Context: an optimization exercise on an open-source flow, tuned for small area and few clock cycles per item. The choices shown serve that exercise and are no tape-out recipe. At most, simulation tests tie the RTL to the original design; equivalence was not proved. For runs 1 and 2, only the layout was checked, not whether the RTL still works.

## flow/design.v (module list and top-level ports; edited modules follow where they fit)
// module ldr_mac: 1688 lines
// module ldr_fa: 4 lines
// module ldr_ha: 4 lines
// module ldr_han: 4 lines
// module ldr_hapn: 4 lines
// module ldr_xnor2: 3 lines
// module ldr_xor2: 3 lines
// module ldr_or2: 3 lines
// module ldr_nor2: 3 lines
// module ldr_gt16: 15 lines
// module ldr_eq16: 7 lines
// module light_dimmer_ramp_controller: 195 lines
module light_dimmer_ramp_controller
(
    input  wire logic        i_clk,
    input  wire logic        i_rst_n,
    input  wire logic        in_valid,
    output logic             in_ready,
    input  wire logic        in_op,
    input  wire logic [1:0]  in_port,
    input  wire logic        in_payload_on,
    input  wire logic [15:0] in_level_value,
    input  wire logic        in_readback_ok,
    output logic             out_valid,
    input  wire logic        out_ready,
    output logic             out_write_valid,
    output logic      [15:0] out_write_level,
    output logic             out_ramp_running,
    input  wire logic        psel,
    input  wire logic        penable,
    input  wire logic        pwrite,
    input  wire logic [4:0]  paddr,
    input  wire logic [31:0] pwdata,
    output logic      [31:0] prdata,
    output logic             pready
);
  // ...
==> flow/run.sh <==
#!/bin/bash
# synth_recipe.tcl (not shown) runs the flow's synth.tcl, then flattens the netlist and writes it again
# the make line also repeats each setting of config.mk as NAME=value (left out here)
make -C /OpenROAD-flow-scripts/flow DESIGN_CONFIG=/design/flow/config.mk WORK_HOME=/design/flow/orfs CLKGATE_MAP_FILE= SYNTH_SCRIPT=/design/flow/synth_recipe.tcl finish
==> flow/config.mk <==
export PLATFORM = sky130hd
export DESIGN_NAME = light_dimmer_ramp_controller
export DESIGN_NICKNAME = light_dimmer_ramp_controller
export VERILOG_FILES = /design/flow/design.v
export SDC_FILE = /design/flow/constraint.sdc
export NUM_CORES = 4
export LEC_CHECK = 0
export CAP_MARGIN = 20
export CORE_MARGIN = 2
export CORE_UTILIZATION = 40
export CTS_BUF_LIST = sky130_fd_sc_hd__clkbuf_8
export SLEW_MARGIN = 20
export SYNTH_HIERARCHICAL = 1
==> flow/constraint.sdc <==
create_clock -name core_clock -period 15.0 [get_ports {i_clk}]
set_input_delay 3.0000 -clock core_clock [delete_from_list [all_inputs] [get_ports {i_clk}]]
set_output_delay 3.0000 -clock core_clock [all_outputs]
set_load 0.01 [all_outputs]
==> flow_summary.ini, run 1 <==
[run_status]
status = complete, no violations

[placement]
place_area_mm2 = 0.0169

[global_route]
grt_pass1_vias = 13300
grt.total_usage = 0.244
grt_max_degree = 42
met3_usage = 0.0351
grt_use_met1 = 0.341

[cts]
htree_num_levels = 4
path_clk_slew_ps = 70
insertion_delay_ps = 440
postCtsHoldBufs = 0
post_cts_buffers = 0

[routing]
wl_met1_um = 21100
ant_nets = 0
dr.pass1.iters = 6

[worst_setup_path]
rr_worst_depth = 36
cp_top_family = compound AO/OA/AOI/OAI gates

[run]
cap_viol_max_count = 0

[timing]
slew_headroom = 0.313
worst_pin_slew_ps = 1030
rsz0062_at_grt = no

[logic_synthesis]
ys_warn_count = 7
synthCells = 1640
synth_area_mm2 = 0.0157

[cells_and_area]
nNetsFinal = 1960
nFillCells = 3764
final_layout_size_suffix_gt1_frac = 0.104
multi_input_area_share = 0.661
clkCellAreaFrac = 0.0218
non_clock_buffer_area_share = 0.0680

[floorplan]
initial_utilization = 0.406
==> run 2: changes to the inputs <==
--- a/flow/config.mk
+++ b/flow/config.mk
@@ -9,5 +9,4 @@
 export CORE_MARGIN = 2
 export CORE_UTILIZATION = 40
-export CTS_BUF_LIST = sky130_fd_sc_hd__clkbuf_8
 export SLEW_MARGIN = 20
 export SYNTH_HIERARCHICAL = 1
==> flow_summary.ini, run 2 <==
[worst_setup_path]
start_kind = input pin
critPathKind = in -> reg
reg2reg_to = r_rem[14]
critical-path-max-stage-delay_ps = 730
cp_common_cell = fa_1
r2r_start = c_grow[5]
rr_worst_depth = 35
arrival_ps = 14280
end_kind = register
required_ps = 15350
worstPathMaxFanout = 17
critical-path-slowest-cell = a222oi_1
reg2reg_setup_slack_ps = 4040

[timing]
setup_viol = 0
clock_skew_ps = 12.9
final.setup.tns_ps = 0
fmax_mhz = 71.8
holdWs_ps = 522
slew_headroom = 0.309
worst_pin_slew_ps = 1040
slew_violations = 0
min_period_over_period = 0.929
hold_viol_final = 0
fin_crit_ps = 13930
rsz0062_at_grt = no

[cts]
cts_root_buffer = clkbuf_16
cts_tree = done
cts-resized-gates = 0
post_cts_buffers = 0
clock_sinks = 122
htree_num_levels = 4
postCtsHoldBufs = 0
path_clk_slew_ps = 60
cts_buffers = 17
clock_path_buffers = 2
insertion_delay_ps = 420

[cells_and_area]
regArea_mm2 = 0.00328
final_layout_size_suffix_gt1_frac = 0.104
diodes = 0
layout_common_cells = nand2_1 (339), fa_1 (225), inv_1 (94)
final_common_cell = nand2_1
nNetsFinal = 1960
multi_input_area_mm2 = 0.0114
nFillCells = 3742
areaGrowthSynthToFinish_pct = 11.3

[floorplan]
ios = 118
die_y_um = 202
rows = 72
core_area_mm2 = 0.0386
initial_utilization = 0.406
die_w_um = 202
die-area_mm2 = 0.0408

[logic_synthesis]
avgSynthCellArea_um2 = 9.57
ys_warn_count = 7
synth_area_mm2 = 0.0157
synthCells = 1640

[placement]
port_buffers = 82
dpl.hpwl_um = 37600
place.gp.congestion = 0.956

[run]
cap_viol_max_count = 0

[routing]
routed-via-count = 12600
detail_route.wl_per_cell_um = 22.5
drc = 0
routed_wl_um = 49200
via_per_inst = 5.75
drt_iter0_drc = 1267
ant_nets = 0
dr.pass1.iters = 9

[global_route]
grt_pass1_wl_um = 76800
grt_antenna_before_repair = 0
grt_pass1_vias = 13300
grt_max_degree = 42
grt.total_usage = 0.245
grt-ovfl-total = 0

[run_status]
status = complete, no violations

[hold_path]
whs_endpoint = r_kind[0]
holdCritStartpoint = r_kind[0]
hold_class = reg -> reg
worstHoldPathCells = 2
run 2: metrics by stage:
stage	instance area, µm²	std cells	utilization	setup WS (ps)
6_report	17500	2187	0.452	1070
5_1_grt	17500	2187	0.452	372
4_1_cts	17500	2187	0.452	1240
3_5_place_dp	16900	2155	0.437	871
2_1_floorplan	15700	1655	-	1880
3_3_place_gp	16900	2155	0.437	1050
run 2: worst max-delay path: cells and delay by family:
family                   cells  cell delay (ps)
AO/OA/AOI/OAI               10             3290
XOR/XNOR                     4             1270
buffers and inverters        5             1210
multiplexers                 1              580
adder cells (fa/ha/maj)      7             2930
AND/OR/NAND/NOR             11             1960
run 2: worst max path at each step:
stage / startpoint / end / slack (ps) / cells past startpoint
3_5_place_dp: in_op / r_rem[6] / 870 / 37
5_1_grt: in_op / r_rem[3] / 370 / 38
2_1_floorplan: in_op / r_rem[10] / 1880 / 45
4_1_cts: in_op / r_rem[14] / 1240 / 38
6_report: in_op / r_rem[14] / 1070 / 38
3_3_place_gp: in_op / r_rem[7] / 1050 / 37
run 2: metal layers:
metal | part of all wire | track usage | up-vias | wire length [µm]
met4 | 0.022 | 0.0659 | 0 | 1060
met3 | 0.068 | 0.0313 | 56 | 3340
met1 | 0.44 | 0.344 | 6466 | 21600
met5 | 0 | 0 | - | 0
met2 | 0.47 | 0.401 | 508 | 23200
li1 | - | - | 5537 | -
run 2: area by class of cell:
| class | count | area share |
|---|---|---|
| timing repair buffer | 129 | 0.0672 |
| sequential | 122 | 0.188 |
| clock inverter | 15 | 0.00817 |
| tap | 518 | 0.0371 |
| clock buffer | 17 | 0.0244 |
| multi-input combinational | 1287 | 0.654 |
| inverter | 99 | 0.0216 |
==> module light_dimmer_ramp_controller, before the edit <==
module light_dimmer_ramp_controller
(
    input  wire logic        i_clk,
    input  wire logic        i_rst_n,
    input  wire logic        in_valid,
    output logic             in_ready,
    input  wire logic        in_op,
    input  wire logic [1:0]  in_port,
    input  wire logic        in_payload_on,
    input  wire logic [15:0] in_level_value,
    input  wire logic        in_readback_ok,
    output logic             out_valid,
    input  wire logic        out_ready,
    output logic             out_write_valid,
    output logic      [15:0] out_write_level,
    output logic             out_ramp_running,
    input  wire logic        psel,
    input  wire logic        penable,
    input  wire logic        pwrite,
    input  wire logic [4:0]  paddr,
    input  wire logic [31:0] pwdata,
    output logic      [31:0] prdata,
    output logic             pready
);
    logic [1:0]  c_mode;
    logic        c_two;
    logic        c_onmax;
    logic [15:0] c_off;
    logic [15:0] c_min;
    logic [15:0] c_max;
    logic [15:0] c_step;
    logic [15:0] c_grow;
    logic [2:0]  w_idx;
    logic        w_wr;
    logic [7:0]  w_sel;
    assign w_idx  = paddr[4:2];
    assign w_wr   = psel && penable && pwrite;
    assign pready = 1'b1;
    always_comb begin
        for (int i = 0; i < 8; i++)
            w_sel[i] = (w_idx == 3'(i));
    end
    logic [7:0]  w_cen;
    logic [15:0] w_d0;      
    logic [15:0] w_d1;      
    assign w_d0  = pwdata[15:0] & {16{i_rst_n}};
    assign w_d1  = pwdata[15:0] | {16{!i_rst_n}};
    assign w_cen = {8{!i_rst_n}} | ({8{w_wr}} & w_sel);
    always_ff @(posedge i_clk) begin
        if (w_cen[0]) c_mode  <= w_d0[1:0];
        if (w_cen[1]) c_two   <= w_d0[0];
        if (w_cen[2]) c_onmax <= w_d0[0];
        if (w_cen[3]) c_off   <= w_d0;
        if (w_cen[4]) c_min   <= {w_d0[15:12], w_d1[11:8], w_d0[7:0]};
        if (w_cen[5]) c_max   <= {w_d0[15], w_d1[14:13], w_d0[12:11], w_d1[10], w_d0[9:0]};
        if (w_cen[6]) c_step  <= {w_d0[15:9], w_d1[8], w_d0[7:0]};
        if (w_cen[7]) c_grow  <= w_d0;
    end
    assign prdata[31:16] = 16'd0;
    assign prdata[15:0] =
          ({16{w_sel[0]}} & {14'd0, c_mode})
        | ({16{w_sel[1]}} & {15'd0, c_two})
        | ({16{w_sel[2]}} & {15'd0, c_onmax})
        | ({16{w_sel[3]}} & c_off)
        | ({16{w_sel[4]}} & c_min)
        | ({16{w_sel[5]}} & c_max)
        | ({16{w_sel[6]}} & c_step)
        | ({16{w_sel[7]}} & c_grow);
    logic [15:0] r_lvl;
    logic [15:0] r_rem;
    logic        r_busy;
    logic        r_up;
    logic        r_out_valid;
    logic [2:0]  r_kind;
    localparam logic [2:0] K_NONE = 3'd0;
    localparam logic [2:0] K_LVL  = 3'd1;
    localparam logic [2:0] K_REM  = 3'd2;
    localparam logic [2:0] K_OFF  = 3'd3;
    localparam logic [2:0] K_ZERO = 3'd4;
    localparam logic [2:0] K_ONE  = 3'd5;
    logic w_acc;
    assign in_ready = !r_out_valid || out_ready;
    assign w_acc    = in_valid && in_ready;
    logic        w_press;
    logic [15:0] w_base;
    logic        w_dir;
    logic [15:0] w_s;
    logic [17:0] w_z;
    logic        w_hi;
    logic [15:0] w_v;
    logic        w_gt;
    logic        w_lt;
    logic        w_selmax;
    logic        w_selmin;
    logic        w_selv;
    logic [15:0] w_n;
    logic [15:0] w_tgt;
    logic        w_lim;
    assign w_press = !in_op && c_mode == 2'd2 && (in_port == 2'd1 || in_port == 2'd2);
    assign w_base  = (!in_op && in_readback_ok) ? in_level_value : r_lvl;
    assign w_dir   = in_op ? r_up : (in_port == 2'd1);
    assign w_s     = {c_step[15:1], c_step[0] | (c_step == 16'd0)};
    ldr_mac u_mac (
        .b  (w_base),
        .g  (c_grow),
        .s  (w_s),
        .dn (!w_dir),
        .z  (w_z)
    );
    assign w_hi = w_z[17] | w_z[16];
    assign w_v  = w_dir ? w_z[15:0] : ~w_z[15:0];
    ldr_gt16 u_gt (.a(w_v),   .b(c_max), .y(w_gt));    
    ldr_gt16 u_lt (.a(c_min), .b(w_v),   .y(w_lt));    
    assign w_selmax = w_hi ? w_dir : w_gt;
    assign w_selmin = w_hi ? !w_dir : (!w_gt && w_lt);
    assign w_selv   = !w_hi && !w_gt && !w_lt;
    assign w_n = ({16{w_selmax}} & c_max) | ({16{w_selmin}} & c_min) | ({16{w_selv}} & w_v);
    assign w_tgt = w_dir ? c_max : c_min;
    ldr_eq16 u_lim (.a(w_n), .b(w_tgt), .y(w_lim));
    logic w_max_lt_min;
    logic w_lvl_lt_min;
    logic w_rem_ok_n;
    logic w_rem_ok_l;
    ldr_gt16 u_mm  (.a(c_min), .b(c_max), .y(w_max_lt_min));
    ldr_gt16 u_lvl (.a(c_min), .b(r_lvl), .y(w_lvl_lt_min));
    assign w_rem_ok_n = !(w_selmax && w_max_lt_min) && !c_onmax;
    assign w_rem_ok_l = !w_lvl_lt_min && !c_onmax;
    logic w_on;
    assign w_on = c_two ? (in_port == 2'd0) : in_payload_on;
    always_ff @(posedge i_clk) begin
        if (!i_rst_n) begin
            r_lvl       <= 16'd0;
            r_rem       <= 16'd0;
            r_busy      <= 1'b0;
            r_up        <= 1'b0;
            r_out_valid <= 1'b0;
            r_kind      <= K_NONE;
        end else begin
            if (w_acc) begin
                r_out_valid <= 1'b1;
            end else if (out_ready) begin
                r_out_valid <= 1'b0;
            end
            if (w_acc) begin
                if (in_op) begin
                    if (r_busy) begin
                        r_lvl  <= w_n;
                        r_kind <= K_LVL;
                        if (w_lim) begin
                            r_busy <= 1'b0;
                            if (w_rem_ok_n) r_rem <= w_n;
                        end
                    end else begin
                        r_kind <= K_NONE;
                    end
                end else if (w_press) begin
                    if (in_payload_on) begin
                        r_up   <= w_dir;
                        r_lvl  <= w_n;
                        r_kind <= K_LVL;
                        r_busy <= !w_lim;
                        if (w_lim && w_rem_ok_n) r_rem <= w_n;
                        else if (r_busy && w_rem_ok_l) r_rem <= r_lvl;
                    end else begin
                        r_kind <= K_NONE;
                        r_busy <= 1'b0;
                        if (r_busy && w_rem_ok_l) r_rem <= r_lvl;
                    end
                end else if (in_port == 2'd3) begin
                    if (!r_busy) r_lvl <= in_level_value;
                    if (in_level_value != 16'd0) r_rem <= in_level_value;
                    r_kind <= K_NONE;
                end else if (c_two && !in_payload_on) begin
                    r_kind <= K_NONE;
                end else if (c_mode == 2'd1 || c_mode == 2'd2) begin
                    r_kind <= w_on ? K_REM : K_OFF;
                end else begin
                    r_kind <= w_on ? K_ONE : K_ZERO;
                end
            end
        end
    end
    logic w_k_lvl, w_k_rem, w_k_off;
    assign w_k_lvl = (r_kind == K_LVL);
    assign w_k_rem = (r_kind == K_REM);
    assign w_k_off = (r_kind == K_OFF);
    assign out_valid        = r_out_valid;
    assign out_ramp_running = r_busy;
    assign out_write_valid  = (r_kind != K_NONE);
    assign out_write_level  =
          ({16{w_k_lvl}} & r_lvl)
        | ({16{w_k_rem}} & ((r_rem != 16'd0) ? r_rem : c_max))
        | ({16{w_k_off}} & c_off)
        | {15'd0, r_kind == K_ONE};
endmodule
==> run 3: changes to the inputs <==
--- a/flow/design.v
+++ b/flow/design.v
@@ -1730,4 +1730,27 @@
     assign y = g[16];
 endmodule
+module ldr_gtr16 (
+    input  wire [15:0] a,
+    input  wire [15:0] b,
+    output wire        y
+);
+    wire [16:0] g;
+    assign g[0] = 1'b0;
+    genvar i;
+    generate
+        for (i = 0; i < 16; i = i + 1) begin : g_bit
+            ldr_gtbit u_bit (.a(a[i]), .b(b[i]), .c(g[i]), .y(g[i+1]));
+        end
+    endgenerate
+    assign y = g[16];
+endmodule
+module ldr_gtbit (
+    input  wire a,
+    input  wire b,
+    input  wire c,
+    output wire y
+);
+    assign y = (a & ~b) | (a & c) | (~b & c);
+endmodule
 module ldr_eq16 (
     input  wire [15:0] a,
@@ -1861,6 +1884,6 @@
     logic w_rem_ok_n;
     logic w_rem_ok_l;
-    ldr_gt16 u_mm  (.a(c_min), .b(c_max), .y(w_max_lt_min));
-    ldr_gt16 u_lvl (.a(c_min), .b(r_lvl), .y(w_lvl_lt_min));
+    ldr_gtr16 u_mm  (.a(c_min), .b(c_max), .y(w_max_lt_min));
+    ldr_gtr16 u_lvl (.a(c_min), .b(r_lvl), .y(w_lvl_lt_min));
     assign w_rem_ok_n = !(w_selmax && w_max_lt_min) && !c_onmax;
     assign w_rem_ok_l = !w_lvl_lt_min && !c_onmax;
--- a/flow/config.mk
+++ b/flow/config.mk
@@ -9,4 +9,5 @@
 export CORE_MARGIN = 2
 export CORE_UTILIZATION = 40
+export CTS_BUF_LIST = sky130_fd_sc_hd__clkbuf_8
 export SLEW_MARGIN = 20
 export SYNTH_HIERARCHICAL = 1
==> flow_summary.ini, run 3 <==
[global_route]
grt_pass1_vias = 12900
grt_max_degree = 42
grt.total_usage = 0.243
grt_pass1_wl_um = 75500
grt_antenna_before_repair = 0
grt-ovfl-total = 0

[worst_setup_path]
cp_top_family = compound AO/OA/AOI/OAI gates
end_kind = register
critical-path-slowest-cell = a222oi_1
required_ps = 15390
critPathKind = in -> reg
critical-path-max-stage-delay_ps = 700
worstPathMaxFanout = 17
cp_common_cell = fa_1
worst-path-buf-inv = 5
arrival_ps = 14200
start_kind = input pin

[floorplan]
die_y_um = 201
die-area_mm2 = 0.0405
ios = 118
die_w_um = 201
core_area_mm2 = 0.0386
initial_utilization = 0.404
rows = 72

[cts]
cts_buffers = 17
clock_sinks = 122
cts_tree = done
cts_root_buffer = clkbuf_8
path_clk_slew_ps = 80
post_cts_buffers = 0
insertion_delay_ps = 460
htree_num_levels = 4
clock_path_buffers = 2
cts-resized-gates = 0
postCtsHoldBufs = 0

[routing]
detail_route.wl_per_cell_um = 22.5
dr.pass1.iters = 7
drc = 0
drt_iter0_drc = 1412
routed_wl_um = 48700
via_per_inst = 5.73
ant_nets = 0
routed-via-count = 12400

[placement]
dpl.hpwl_um = 37300
port_buffers = 82
place.gp.congestion = 0.952
dp_slack_ps = 978

[logic_synthesis]
ys_warn_count = 7
avgSynthCellArea_um2 = 9.63
synth_area_mm2 = 0.0156
synthCells = 1616

[cells_and_area]
final_layout_size_suffix_gt1_frac = 0.124
nFillCells = 3766
areaGrowthSynthToFinish_pct = 10.7
diodes = 0
layout_common_cells = nand2_1 (335), fa_1 (225), inv_1 (104)
final_common_cell = nand2_1
nNetsFinal = 1944

[timing]
fmax_mhz = 72.4
rsz0062_at_grt = no
clock_skew_ps = 21.8
slew_violations = 0
slew_headroom = 0.315
min_period_over_period = 0.921
setup_viol = 0
worst_pin_slew_ps = 1030
fin_crit_ps = 13810
final.setup.tns_ps = 0
hold_viol_final = 0
fin_ws_ps = 1190

[run_status]
status = complete, no violations

[run]
cap_viol_max_count = 0

[hold_path]
hold_class = reg -> reg
[run 3: routing by layer]
metal	part of all wire	up-vias	routed length, µm	track usage
met5	0	-	0	0
met4	0.023	0	1140	0.0657
met3	0.081	71	3940	0.0355
met2	0.47	582	22900	0.401
met1	0.43	6358	20800	0.337
li1	-	5430	-	-
[run 3: layout make-up]
type | count | area [µm²] | area share
Multi-Input combinational cell | 1257 | 11300 | 0.654
Sequential cell | 122 | 3280 | 0.191
Timing Repair Buffer | 137 | 1250 | 0.0724
Clock buffer | 17 | 234 | 0.0136
Clock inverter | 15 | 149 | 0.00864
Tap cell | 518 | 648 | 0.0376
Inverter | 105 | 397 | 0.0230
[run 3: worst paths after layout]
check / to / slack [ps] / startpoint / depth (start not counted)
max: r_rem[0] / 1190 / in_op / 39
min: r_kind[0] / 520 / r_kind[0] / 2
max reg2reg: r_rem[0] / 4050 / c_grow[5] / 35
min reg2reg: r_kind[0] / 520 / r_kind[0] / 2
[run 3: tightest hold or removal path: cells and delay by family, from the launching register on]
kind / cells / cell delay [ps]
AOI/OAI and AO/OA: 1 / 60
DFF: 1 / 350
and+or+nand+nor: 1 / 70
[run 3: metrics by stage]
step	hold slack, ps	area (µm²)	utilization	instances
after floorplan	481	15600	-	1631
after global placement	505	16800	0.437	2139
after detailed placement	506	16800	0.437	2139
after CTS	516	17200	0.447	2171
after global routing	537	17200	0.447	2171
final	518	17200	0.447	2171
Testbench counts of run 3, summed over its fixed seeds: cycles 25,664, items 25,600.
==> run 4: changes to the inputs <==
==> flow/flow/run.sh (new file) <==
#!/bin/bash
# The standard layout (the standard.sh: ORFS synthesis through finish), with
# one change: the buffer that global placement puts on each input and output
# port is the smallest buffer cell instead of the one buffer_ports picks itself.
set -euo pipefail
export BUFFER_PORTS_ARGS="-buffer_cell sky130_fd_sc_hd__buf_1"
bash standard.sh > standard.log 2>&1
==> flow/standard.sh (new file) <==
#!/bin/bash
# synth_recipe.tcl (not shown) runs the flow's synth.tcl, then flattens the netlist and writes it again
# the make line also repeats each setting of config.mk as NAME=value (left out here)
make -C /OpenROAD-flow-scripts/flow DESIGN_CONFIG=/design/flow/config.mk WORK_HOME=/design/flow/orfs CLKGATE_MAP_FILE= SYNTH_SCRIPT=/design/flow/synth_recipe.tcl "${@:-finish}"
removed: flow/run.sh
==> flow_summary.ini, run 4 <==
[run_status]
status = complete, no violations

[cts]
cts_tree = done
path_clk_slew_ps = 80
htree_num_levels = 4
clock_path_buffers = 2
clock_sinks = 122
cts_root_buffer = clkbuf_8
insertion_delay_ps = 450
postCtsHoldBufs = 0
cts_buffers = 17
post_cts_buffers = 0
cts-resized-gates = 0

[worst_setup_path]
arrival_ps = 13930
cp_common_cell = fa_1
worstPathMaxFanout = 17
required_ps = 15340
critical-path-slowest-cell = a222oi_1
critical-path-max-stage-delay_ps = 790
critPathKind = in -> reg
end_kind = register
start_kind = input pin

[routing]
drt_iter0_drc = 1097
ant_nets = 0
routed_wl_um = 47900
routed-via-count = 12300
dr.pass1.iters = 7
via_per_inst = 5.68
detail_route.wl_per_cell_um = 22.1
drc = 0

[timing]
final.setup.tns_ps = 0
slew_violations = 0
holdWs_ps = 522
fmax_mhz = 73.6
fin_crit_ps = 13590
clock_skew_ps = 18.2
min_period_over_period = 0.906
fin_ws_ps = 1410
setup_viol = 0
slew_headroom = 0.323
rsz0062_at_grt = no
hold_viol_final = 0
worst_pin_slew_ps = 1010

[run]
cap_viol_max_count = 0

[floorplan]
core_area_mm2 = 0.0386
rows = 72
die_y_um = 201
die_w_um = 201
die-area_mm2 = 0.0405
ios = 118
initial_utilization = 0.404

[placement]
dp_cells = 2133
dp_slack_ps = 1180
place.gp.congestion = 0.937
port_buffers = 82
dpl.hpwl_um = 37000

[cells_and_area]
areaGrowthSynthToFinish_pct = 7.16
fin_cells = 2166
multi_input_area_mm2 = 0.0113
final_layout_size_suffix_gt1_frac = 0.123
nFillCells = 3762
nNetsFinal = 1939
final_common_cell = nand2_1
regArea_mm2 = 0.00328
layout_common_cells = nand2_1 (335), fa_1 (225), inv_1 (102)

[global_route]
grt-ovfl-total = 0
grt_pass1_vias = 12700
grt.total_usage = 0.239
grt_antenna_before_repair = 0
grt_max_degree = 42
grt_pass1_wl_um = 74400

[logic_synthesis]
synthCells = 1616
synth_area_mm2 = 0.0156
avgSynthCellArea_um2 = 9.63
ys_warn_count = 7

[hold_path]
hold_class = reg -> reg
[run 4: final timing paths]
kind	end	slack, ps	start	cells after the start
max	r_rem[8]	1410	in_op	38
min	r_kind[0]	520	r_kind[0]	2
max reg2reg	r_rem[8]	3920	c_step[10]	37
min reg2reg	r_kind[0]	520	r_kind[0]	2
[run 4: layout make-up]
| cell class | count | share of cell area |
|---|---|---|
| timing repair buffer | 132 | 0.0410 |
| sequential | 122 | 0.197 |
| tap | 518 | 0.0389 |
| antenna | 1 | 0.000150 |
| multi-input combinational | 1257 | 0.675 |
| inverter | 105 | 0.0238 |
| clock inverter | 14 | 0.0102 |
| clock buffer | 17 | 0.0140 |
[run 4: critical path: cells and delay by family]
kind	cells	cell delay, ps
AO/OA/AOI/OAI	10	3490
adder cells (fa/ha/maj)	7	2840
AND/OR/NAND/NOR	11	1910
XOR/XNOR	5	1410
buffers and inverters	4	700
multiplexers	1	520
[run 4: per-layer routing]
layer | up-vias | wire length [µm] | global-route usage
met3 | 57 | 3560 | 0.0327
li1 | 5406 | - | -
met4 | 0 | 1000 | 0.0609
met2 | 557 | 22500 | 0.384
met5 | - | 0 | 0
met1 | 6276 | 20900 | 0.341
[run 4: metrics by stage]
stage / utilization / cell area, µm²
finish: 0.433 / 16700
global route: 0.433 / 16700
CTS: 0.432 / 16700
detailed placement: 0.422 / 16300
global placement: 0.422 / 16300
floorplan: - / 15600

## re-timing with driven ports
In the flow no input, the clock included, has a driving cell. The finished layouts below were timed again as built, in two steps.
Step 1, drivers: a clkbuf_16 drives i_clk and a buf_2 each remaining input, both assumed.
Step 2 also shifts input and output timing later by t, the mid clock arrival at the registers, as if the neighbouring blocks saw the same clock.
a / b / c = no drivers / after step 1 / after step 2; a / b = the first two.
run | shift t [ns] | setup slack, ns | pins driven straight from the clock port
run 1 | 0.479 | 1.148 / 1.168 / 0.689 | 1
run 2 | 0.463 | 1.072 / 1.099 / 0.636 | 1
run 3 | 0.499 | 1.190 / 1.214 / 0.715 | 1
run 4 | 0.486 | 1.412 / 1.417 / 0.931 | 1
After both steps setup and hold are still met in every run listed. For run 4, which loses most, drivers alone change the setup slack by +0.005 ns; drivers and shift together by -0.481 ns.
